What follows belongs to an exercise in optimizing a design on an open flow for small area and a short achievable clock period; a production flow would make more cautious choices.
At most, simulation tests tie the RTL to the original design; equivalence was not proved.
Power is estimated from default activity; no workload was simulated.

## P
// next186_glue_top
module next186_glue_top (
	input  wire         clk_cpu,
	input  wire         reset_i,
	input  wire  [15:0] status_i,
	input  wire  [16:0] ioctl_i,
	input  wire         bios_credit_i,
	input  wire  [39:0] joy_i,
	input  wire         joy_wr_i,
	output wire  [13:0] setup_o,
	output wire         sys_reset_o,
	output wire  [30:0] bios_o,
	output wire  [15:0] bios_checksum_o,
	output wire  [7:0]  gpio_o,
	output wire         cen_opl2_o,
	output wire         cen_audio_o
);
	setup_pkg::setup_t  setup_s;
	xfer_pkg::bios_out_t bios_s;
	next186_glue u_glue (
		.clk_cpu         (clk_cpu),
		.reset_i         (reset_i),
		.status_i        (setup_pkg::status_t'(status_i)),
		.ioctl_i         (xfer_pkg::ioctl_t'(ioctl_i)),
		.bios_credit_i   (bios_credit_i),
		.joy_i           (setup_pkg::joy_in_t'(joy_i)),
		.joy_wr_i        (joy_wr_i),
		.setup_o         (setup_s),
		.sys_reset_o     (sys_reset_o),
		.bios_o          (bios_s),
		.bios_checksum_o (bios_checksum_o),
		.gpio_o          (gpio_o),
		.cen_opl2_o      (cen_opl2_o),
		.cen_audio_o     (cen_audio_o)
	);
	assign setup_o = setup_s;
	assign bios_o  = bios_s;
endmodule
For scale: about 1200 flip-flops, roughly 150 I/O pins, about 47000 um^2 of cells after synthesis.
export LEC_CHECK = 0
export CAP_MARGIN = 20
export CORE_MARGIN = 2
export CORE_UTILIZATION = 60
export SETUP_SLACK_MARGIN = 1.3
export SLEW_MARGIN = 20
export SYNTH_HIERARCHICAL = 1
export SYNTH_MINIMUM_KEEP_SIZE = 0
create_clock -name core_clock -period 3.0 [get_ports {clk_cpu}]
standard.sh (not shown) runs the stock make flow with config.mk's settings and CLKGATE_MAP_FILE= SYNTH_SCRIPT=/design/flow/synth_recipe.tcl, a recipe that flattens the netlist after the stock synthesis.
==> flow/flow/run.sh <==
#!/bin/bash
set -e
export CTS_ARGS="-sink_clustering_enable -repair_clock_nets -dont_use_dummy_load -sink_clustering_size ${CTS_SIZE:-24} -sink_clustering_max_diameter ${CTS_DIAM:-80}"
export BUFFER_PORTS_ARGS="-buffer_cell sky130_fd_sc_hd__buf_2"
cp standard.sh standard_sh.txt
bash standard.sh > standard.log 2>&1
The following lists how Q was set up differently from P:
- an added PLACE_DENSITY of 0.72
- an added TNS_END_PERCENT of 0
- a change of SLEW_MARGIN from 20 to 5
- a change of CAP_MARGIN from 20 to 5
--- a/flow/flow/run.sh
+++ b/flow/flow/run.sh
@@ -4 +4 @@
-export BUFFER_PORTS_ARGS="-buffer_cell sky130_fd_sc_hd__buf_2"
+export BUFFER_PORTS_ARGS="-buffer_cell sky130_fd_sc_hd__buf_1"
## What came out
Q | stages: all done | timing, DRC, antenna: all pass. The clock-cell share of area of P and that of Q are within noise of each other. Compared to P, Q has routed length on met1 about 6.5% lower. P has a higher worst setup slack than Q. Diff P -> Q: finished layout cell area went down by 6.5%, final net count now smaller. In Q relative to P, routed length per placed instance had gone down by a little under 10%. [Q vs P] share of layout cells above drive strength 1: lower in Q. Between P and Q, the vias after detailed routing is lower for Q.
Modified inputs, R compared to Q
- a deleted PLACE_DENSITY that had been 0.72
--- outcome ---
- Between R and Q, the difference in clock input transition at the sequential cells of the worst setup and hold paths is negligible.
- Changes observed in R relative to Q: setup slack after layout fell 0.11 ns; data-path buffer share of cell area in the final layout rose 0.22 points; worst relative slew slack rose 0.20 points; number of design-rule violations left by the first detailed-router iteration rose 3.0%.
- Final routed wirelength across all metal layers, R and Q: smaller value in Q
- Any difference in design area between R and Q is small enough to ignore.
- As far as final cell count is concerned, R and Q perform about the same.
- R vs Q: overall global routing resource usage up in R
- Via count of the first global-routing pass: R vs Q up 1865
--- input diff R..S ---
- changing TNS_END_PERCENT from 0 to 10
- changing SLEW_MARGIN from 5 to 10
- changing CAP_MARGIN from 5 to 10
- setting PLACE_DENSITY to 0.72 for the first time
--- outcome ---
- Total placed instance area in S is about 0.9% below R.
- Delta (S minus R): final worst-path cycle share fell by 5.1 points; minimum clock period after layout fell by 0.15 ns; data required time at the worst endpoint stayed essentially flat.
- Detailed-route wire length per cell of S falls short of that of R by a few percent.
- Between S and R, the total number of nets in the final design is higher for R.
- S — power density of the placed cells 0.79% lower, R as reference
- S vs R — depth of the most critical reg-to-reg path dropped 1.
- Against R, layout buffer count excluding clock buffers in S fell by a few percent.

* * *

next186_glue_top, a different RTL version from the one above (not shown whole).
For scale: roughly 2800 cells after synthesis, ~1200 flip-flops, about 150 I/O pins, ~0.045 mm² of cells after synthesis.
==> flow/config.mk <==
export PLATFORM = sky130hd
export DESIGN_NAME = next186_glue_top
export DESIGN_NICKNAME = next186_glue_top
export VERILOG_FILES = /design/flow/design.v
export SDC_FILE = /design/flow/constraint.sdc
export NUM_CORES = 4
export LEC_CHECK = 0
export CAP_MARGIN = 20
export CORE_MARGIN = 2
export CORE_UTILIZATION = 60
export SETUP_SLACK_MARGIN = 1.0
export SLEW_MARGIN = 20
==> flow/constraint.sdc <==
create_clock -name core_clock -period 3.0 [get_ports {clk_cpu}]
set_input_delay 0.6000 -clock core_clock [delete_from_list [all_inputs] [get_ports {clk_cpu}]]
set_output_delay 0.6000 -clock core_clock [all_outputs]
set_load 0.01 [all_outputs]
==> flow/flow/run.sh <==
#!/bin/bash
set -e
export CTS_ARGS="-sink_clustering_enable -repair_clock_nets -dont_use_dummy_load -sink_clustering_size ${CTS_SIZE:-24} -sink_clustering_max_diameter ${CTS_DIAM:-80}"
export BUFFER_PORTS_ARGS="-buffer_cell sky130_fd_sc_hd__buf_2"
cp standard.sh standard_sh.txt
bash standard.sh > standard.log 2>&1
The baseline finished with timing, DRC and antenna clean.
Change:
==> flow/run.sh (new file) <==
#!/bin/bash
# synth_recipe.tcl (not shown) runs the flow's synth.tcl, then flattens the netlist and writes it again
# the make line also repeats each setting of config.mk as NAME=value (left out here)
make -C /OpenROAD-flow-scripts/flow DESIGN_CONFIG=/design/flow/config.mk WORK_HOME=/design/flow/orfs CLKGATE_MAP_FILE= SYNTH_SCRIPT=/design/flow/synth_recipe.tcl finish
--- a/flow/config.mk
+++ b/flow/config.mk
@@ -10,2 +10,4 @@
 export CORE_UTILIZATION = 60
+export CTS_CLUSTER_DIAMETER = 80
+export CTS_CLUSTER_SIZE = 24
 export SETUP_SLACK_MARGIN = 1.0
removed: flow/flow/run.sh
removed: flow/standard.sh
- die area stays the same
- setup slack gets better by 0.0091 ns
- total power came out higher by 2.0%
- clock power came out higher by 4.9%
- count of clock-buffer cells in the layout came out higher by 18
- sequential cell count is unchanged
- combinational power came out higher by about 10%
- wire length came out higher by 2.7%
- global-route usage came out higher by 0.98 points
Function was not checked in any run of this note: the RTL went through the layout flow alone.

what the ideal ports hide:
The flow's constraints put no driver on any port. The routed layouts listed below were extracted and timed again, unchanged, in two steps. Step 1 (the two cells are an assumption about what drives the block):
set clk [get_ports {clk_cpu}]
set_driving_cell -lib_cell sky130_fd_sc_hd__clkbuf_16 $clk
set_driving_cell -lib_cell sky130_fd_sc_hd__buf_2 [delete_from_list [all_inputs] $clk]
Step 2 adds t to the input delays and takes it off the output delays; t is the mean of the earliest and latest rising clock arrival at the registers after step 1. Input paths then give back, and output paths get back, about the clock's delay inside the block. Three values: ideal, step 1, step 2; two values: the first two.
run | t, ns | setup WS [ns] | worst setup path at the end | slew at the worst register clock pin (ns) | worst slew at a driven data input, ns
P | 0.738 | 0.792 / 0.792 / 0.525 | input to register | 0.10 / 0.10 | 0.11
Q | 0.719 | 0.723 / 0.723 / 0.193 | input to register | 0.10 / 0.10 | 0.09
R | 0.724 | 0.610 / 0.610 / 0.150 | input to register | 0.10 / 0.10 | 0.13
S | 0.709 | 0.763 / 0.763 / 0.285 | input to register | 0.10 / 0.10 | 0.13
the first run of note 2 | 0.712 | 0.735 / 0.735 / 0.382 | input to register | 0.10 / 0.10 | 0.09
the second run of note 2 | 0.744 | 0.744 / 0.744 / 0.253 | input to register | 0.10 / 0.10 | 0.08
After both steps setup and hold are still met in every run listed. For Q, which loses most, drivers alone change the setup slack by 0.000 ns; drivers and shift together by -0.530 ns.
